Context: an optimization exercise on an open-source flow, tuned for small area, a short achievable clock period and few clock cycles. The choices shown serve that exercise and are no tape-out recipe.
In this exercise RTL edits were held to simulation tests only and were not proved equivalent to the original.
Power and IR drop assume default switching activity.

## oak
==> flow/design.v <==
package blcr_pkg;
  localparam int POS_W   = 32;
  localparam int BYTE_W  = 8;
  localparam int LEN_W   = 5;
  localparam int MAX_OUT = 16;
endpackage
module blcr_cmp (
  input  logic [31:0] pos,
  input  logic [27:0] pos_hi_m1,
  input  logic        pos_hi_nz,
  input  logic [3:0]  lim,
  input  logic [31:0] tag,
  output logic        covered
);
  logic       hi_eq, hi_p1;
  logic [4:0] e;
  assign hi_eq = (pos[31:4] == tag[31:4]);
  assign hi_p1 = (pos_hi_m1 == tag[31:4]) && pos_hi_nz;
  assign e       = {1'b0, pos[3:0]} - {1'b0, tag[3:0]};
  assign covered = (e[4] ? hi_p1 : hi_eq) && (e[3:0] <= lim);
endmodule
module block_cache_lru_range_read_top (
  input  logic                        clk,
  input  logic                        rst_n,
  input  logic                        start,
  output logic                        busy,
  input  logic                        in_func,
  input  logic [blcr_pkg::POS_W-1:0]  in_position,
  input  logic [blcr_pkg::BYTE_W-1:0] in_push_byte,
  input  logic                        in_push_last,
  input  logic [blcr_pkg::LEN_W-1:0]  in_read_length,
  output logic                        out_valid,
  output logic                        out_hit,
  output logic [blcr_pkg::BYTE_W-1:0] out_data_byte,
  output logic                        out_last
);
  localparam int SLOTS  = 16;
  localparam int READ_Q = 8;
  logic [31:0]  tag   [SLOTS];
  logic [127:0] data  [SLOTS];
  logic [SLOTS-1:0] valid;
  logic [SLOTS-1:0][SLOTS-1:0] newer;
  logic [127:0] stage;
  logic [31:0]  stage_start;
  logic [4:0]   stage_cnt;        
  logic [3:0]   stage_wp;         
  logic        c_v, c_func, c_last;
  logic [31:0] c_pos;
  logic [7:0]  c_byte;
  logic [4:0]  c_len;
  logic [27:0] c_pm1;
  logic        c_pnz;
  logic [3:0]  c_lim;
  logic        c_lok;
  logic        busy_r;
  logic        take;
  assign take = start && !busy_r;
  always_ff @(posedge clk) begin
    c_v    <= rst_n && take;
    c_func <= in_func;
    c_last <= in_push_last;
    c_pos  <= in_position;
    c_byte <= in_push_byte;
    c_len  <= in_read_length;
    c_pm1  <= in_position[31:4] - 28'd1;
    c_pnz  <= |in_position[31:4];
    c_lim  <= 4'(5'd16 - in_read_length);
    c_lok  <= (in_read_length != 5'd0) && (in_read_length <= 5'd16);
  end
  logic        s2_rd, s2_commit;
  logic [SLOTS-1:0] s2_hit;
  logic [3:0]  s2_plo;
  logic [4:0]  s2_len;
  logic [SLOTS-1:0] cov;
  logic        cov_new;
  logic [SLOTS-1:0] vdec;
  logic [SLOTS-1:0] hit1;
  for (genvar i = 0; i < SLOTS; i++) begin : g_cmp
    blcr_cmp u_cmp (
      .pos(c_pos), .pos_hi_m1(c_pm1), .pos_hi_nz(c_pnz), .lim(c_lim),
      .tag(tag[i]), .covered(cov[i])
    );
  end
  blcr_cmp u_cmp_new (
    .pos(c_pos), .pos_hi_m1(c_pm1), .pos_hi_nz(c_pnz), .lim(c_lim),
    .tag(stage_start), .covered(cov_new)
  );
  always_comb begin
    for (int i = 0; i < SLOTS; i++)
      hit1[i] = (s2_commit && vdec[i]) ? cov_new : (cov[i] && valid[i]);
    hit1 = c_lok ? hit1 : '0;
  end
  logic push1;
  assign push1 = c_v && !c_func;
  always_ff @(posedge clk) begin
    if (!rst_n) begin
      s2_rd     <= 1'b0;
      s2_commit <= 1'b0;
      stage_cnt <= '0;
    end else begin
      s2_rd     <= c_v && c_func;
      s2_commit <= push1 && c_last && (stage_cnt == 5'd15);
      if (push1) begin
        if (c_last)                  stage_cnt <= '0;
        else if (stage_cnt != 5'd16) stage_cnt <= stage_cnt + 5'd1;
      end
    end
  end
  always_ff @(posedge clk) begin
    s2_hit <= hit1;
    s2_plo <= c_pos[3:0];
    s2_len <= c_len;
    if (push1 && stage_cnt == 5'd0) stage_start <= c_pos;
  end
  logic [3:0] wpos;
  assign wpos = (stage_cnt == 5'd0) ? c_pos[3:0] : stage_wp;
  always_ff @(posedge clk)
    if (push1) stage_wp <= wpos + 4'd1;
  for (genvar k = 0; k < 16; k++) begin : g_stage
    always_ff @(posedge clk)
      if (push1 && !stage_cnt[4] && wpos == 4'(k)) stage[8*k +: 8] <= c_byte;
  end
  logic [SLOTS-1:0] sel;
  logic             hit2;
  logic [3:0]       r;
  logic [SLOTS-1:0] use2;
  always_comb begin
    for (int i = 0; i < SLOTS; i++) begin
      sel[i] = s2_hit[i];
      for (int j = 0; j < i; j++) sel[i] = sel[i] && !s2_hit[j];
    end
  end
  assign hit2 = |s2_hit;
  always_comb begin
    r   = '0;
    for (int i = 0; i < SLOTS; i++) begin
      r   = r   | (sel[i] ? 4'(i) : 4'd0);
    end
  end
  assign use2 = s2_commit ? vdec : ((s2_rd && hit2) ? sel : '0);
  always_comb begin
    for (int i = 0; i < SLOTS; i++) begin
      vdec[i] = 1'b1;
      for (int j = 0; j < SLOTS; j++)
        if (j != i) vdec[i] = vdec[i] && !(j < i ? newer[i][j] : !newer[j][i]);
    end
  end
  always_ff @(posedge clk) begin
    if (!rst_n) begin
      valid <= '0;
    end else if (s2_commit) begin
      valid <= valid | vdec;
    end
  end
  for (genvar i = 1; i < SLOTS; i++) begin : g_age_i
    for (genvar j = 0; j < i; j++) begin : g_age_j
      always_ff @(posedge clk) begin
        if (!rst_n)       newer[i][j] <= 1'b1;
        else if (use2[i]) newer[i][j] <= 1'b1;
        else if (use2[j]) newer[i][j] <= 1'b0;
      end
    end
  end
  for (genvar i = 0; i < SLOTS; i++) begin : g_slot
    always_ff @(posedge clk) begin
      if (s2_commit && vdec[i]) begin
        tag[i]  <= stage_start;
        data[i] <= stage;
      end
    end
  end
  localparam int QD = READ_Q - 1;
  logic [QD-1:0]     qv;
  logic              qhit  [QD];
  logic [3:0]        qslot [QD];
  logic [3:0]        qptr  [QD];
  logic [4:0]        qrem  [QD];
  logic              h_v, h_last;
  logic [SLOTS-1:0]  h_ssel;
  logic [15:0]       h_bsel;
  logic [4:0]        h_rem;
  logic              done;     
  logic              hfree;    
  logic              pop;      
  logic              enq;      
  logic              ld_hit;
  logic [3:0]        ld_ptr;
  logic [4:0]        ld_rem;
  logic [3:0]        occ;      
  assign done  = h_v && h_last;
  assign hfree = !h_v || done;
  assign pop   = hfree && qv[0];
  assign enq   = s2_rd && !(hfree && !qv[0]);
  always_comb begin
    if (qv[0]) begin
      ld_hit = qhit[0]; ld_ptr = qptr[0]; ld_rem = qrem[0];
    end else begin
      ld_hit = hit2;    ld_ptr = s2_plo;    ld_rem = s2_len;
    end
  end
  always_ff @(posedge clk) begin
    if (!rst_n) begin
      h_v <= 1'b0;
    end else if (hfree) begin
      h_v <= qv[0] || s2_rd;
    end
  end
  always_ff @(posedge clk) begin
    if (hfree) begin
      for (int i = 0; i < SLOTS; i++)
        h_ssel[i] <= qv[0] ? (qhit[0] && qslot[0] == 4'(i)) : sel[i];
      for (int i = 0; i < 16; i++)    h_bsel[i] <= (ld_ptr == 4'(i));
      h_rem  <= ld_rem;
      h_last <= !ld_hit || (ld_rem == 5'd1);
    end else begin
      h_bsel <= {h_bsel[14:0], h_bsel[15]};
      h_rem  <= h_rem - 5'd1;
      h_last <= (h_rem == 5'd2);
    end
  end
  always_ff @(posedge clk) begin
    if (!rst_n) begin
      qv <= '0;
    end else begin
      for (int i = 0; i < QD; i++) begin
        logic src_v, below;
        src_v = pop ? ((i + 1 < QD) ? qv[(i + 1) % QD] : 1'b0) : qv[i];
        below = (i == 0) ? 1'b1 : (pop ? qv[i] : qv[(i + QD - 1) % QD]);
        qv[i] <= src_v || (enq && !src_v && below);
      end
    end
  end
  always_ff @(posedge clk) begin
    for (int i = 0; i < QD; i++) begin
      logic src_v, below;
      src_v = pop ? ((i + 1 < QD) ? qv[(i + 1) % QD] : 1'b0) : qv[i];
      below = (i == 0) ? 1'b1 : (pop ? qv[i] : qv[(i + QD - 1) % QD]);
      if (enq && !src_v && below) begin
        qhit[i]  <= hit2;
        qslot[i] <= r;
        qptr[i]  <= s2_plo;
        qrem[i]  <= s2_len;
      end else if (pop && i + 1 < QD) begin
        qhit[i]  <= qhit[(i + 1) % QD];
        qslot[i] <= qslot[(i + 1) % QD];
        qptr[i]  <= qptr[(i + 1) % QD];
        qrem[i]  <= qrem[(i + 1) % QD];
      end
    end
  end
  logic [3:0] occ_base;
  assign occ_base = occ - 4'(done);
  always_ff @(posedge clk) begin
    if (!rst_n) begin
      occ    <= '0;
      busy_r <= 1'b0;
    end else if (take && in_func) begin
      occ    <= occ_base + 4'd1;
      busy_r <= (occ_base >= 4'(READ_Q - 1));
    end else begin
      occ    <= occ_base;
      busy_r <= (occ_base >= 4'(READ_Q));
    end
  end
  logic [7:0]   sbyte [SLOTS];
  logic [7:0]   hbyte;
  logic         ov_r, oh_r, ol_r;
  logic [7:0]   od_r;
  always_comb begin
    hbyte = '0;
    for (int i = 0; i < SLOTS; i++) begin
      sbyte[i] = '0;
      for (int j = 0; j < 16; j++)
        sbyte[i] = sbyte[i] | (data[i][8*j +: 8] & {8{h_bsel[j]}});
      hbyte = hbyte | (sbyte[i] & {8{h_ssel[i]}});
    end
  end
  always_ff @(posedge clk) begin
    if (!rst_n) ov_r <= 1'b0;
    else        ov_r <= h_v;
    oh_r <= |h_ssel;
    ol_r <= h_last;
    od_r <= hbyte;
  end
  assign busy          = busy_r;
  assign out_valid     = ov_r;
  assign out_hit       = oh_r;
  assign out_last      = ol_r;
  assign out_data_byte = od_r;
endmodule
clock: 10.0 ns
lec_check: 0
cap_margin: 20
core_margin: 2
core_utilization: 70
cts_cluster_diameter: 150
cts_cluster_size: 25
place_density: 0.8
setup_slack_margin: 5
slew_margin: 20
standard.sh (not shown) runs the stock make flow with config.mk's settings and CLKGATE_MAP_FILE= SYNTH_SCRIPT=/design/flow/synth_recipe.tcl, a recipe that flattens the netlist after the stock synthesis.
==> flow/flow/run.sh <==
#!/bin/bash
# Standard synthesis and layout, with the setup repair aimed further below
# the clock period than the flow settings allow (SETUP_SLACK_MARGIN).
set -euo pipefail
MARGIN=$(cat flow/margin.txt)
bash standard.sh synth > synth.log 2>&1
bash standard.sh SETUP_SLACK_MARGIN=$MARGIN finish > layout.log 2>&1
==> flow/flow/margin.txt <==
7
Testbench counts of oak, summed over its fixed seeds: cycles 7,161.
Modified inputs, pine compared to oak
==> flow/flow/margin.txt <==
6.7
### Flow results
Number of signal-net buffers in the layout for pine is lower than for oak. pine and oak ended up with roughly the same post-route clock period utilization. The total power of pine falls short of that of oak by 72 µW. In the tables for oak and pine, minimum period implied by the final worst setup slack reads higher with oak. Sort oak and pine by global-route usage, descending, and oak comes first. The more densely filled core belongs to oak, not pine.
diff inputs: pine => birch
==> flow/flow/margin.txt <==
7
--- a/flow/config.mk
+++ b/flow/config.mk
@@ -9,6 +9,6 @@
 export CORE_MARGIN = 2
-export CORE_UTILIZATION = 70
+export CORE_UTILIZATION = 65
 export CTS_CLUSTER_DIAMETER = 150
 export CTS_CLUSTER_SIZE = 25
-export PLACE_DENSITY = 0.8
+export PLACE_DENSITY = 0.75
 export SETUP_SLACK_MARGIN = 5
==> comparison <==
Worst vdd rail ir drop ended up about 13% lower on birch than on pine.
birch vs pine — maximum frequency from static timing analysis climbed by a few percent
Per the comparison of birch with pine, worst hold margin flat, maximum number of pins on one net before global-route repair flat, average vias per placed instance down about 3%, die area up about 8%.
Between pine and birch, wire length increased.
The run with more setup slack is birch; pine has less.
pine -> birch: violation count after the first detailed-routing iteration decreased by a few percent
birch ends up with higher net load switching power than pine does.
birch ended up with a higher final design instance area without fill than pine did.

separate check: timing with driven ports:
The results above use ideal ports. As a check the final layouts listed here were re-extracted and re-timed, cells and wires unchanged. Step 1 assumes that a clkbuf_16 drives the clock port and a buf_2 every other input. Step 2 adds t to the input delays and takes it off the output delays; t is the mean of the earliest and latest rising clock arrival at the registers after step 1. Input paths then give back, and output paths get back, about the clock's delay inside the block. a / b / c = ideal / step 1 / step 2; a / b = the first two.
| run | t, ns | slack for setup (ns) | worst hold slack (ns) | worst setup path at the end | worst register clock-pin slew, ns |
|---|---|---|---|---|---|
| oak | 0.958 | 6.508 / 6.408 / 5.806 | 0.335 / 0.335 / 0.335 | input to register | 0.11 / 0.11 |
| pine | 0.946 | 6.516 / 6.414 / 5.759 | 0.334 / 0.334 / 0.334 | input to register | 0.11 / 0.11 |
| birch | 0.936 | 6.617 / 6.527 / 5.871 | 0.332 / 0.332 / 0.332 | input to register | 0.11 / 0.11 |
After both steps every run listed still meets setup and hold. The setup slack of pine, which loses most, moves by -0.102 ns with the drivers and by -0.757 ns with both steps.
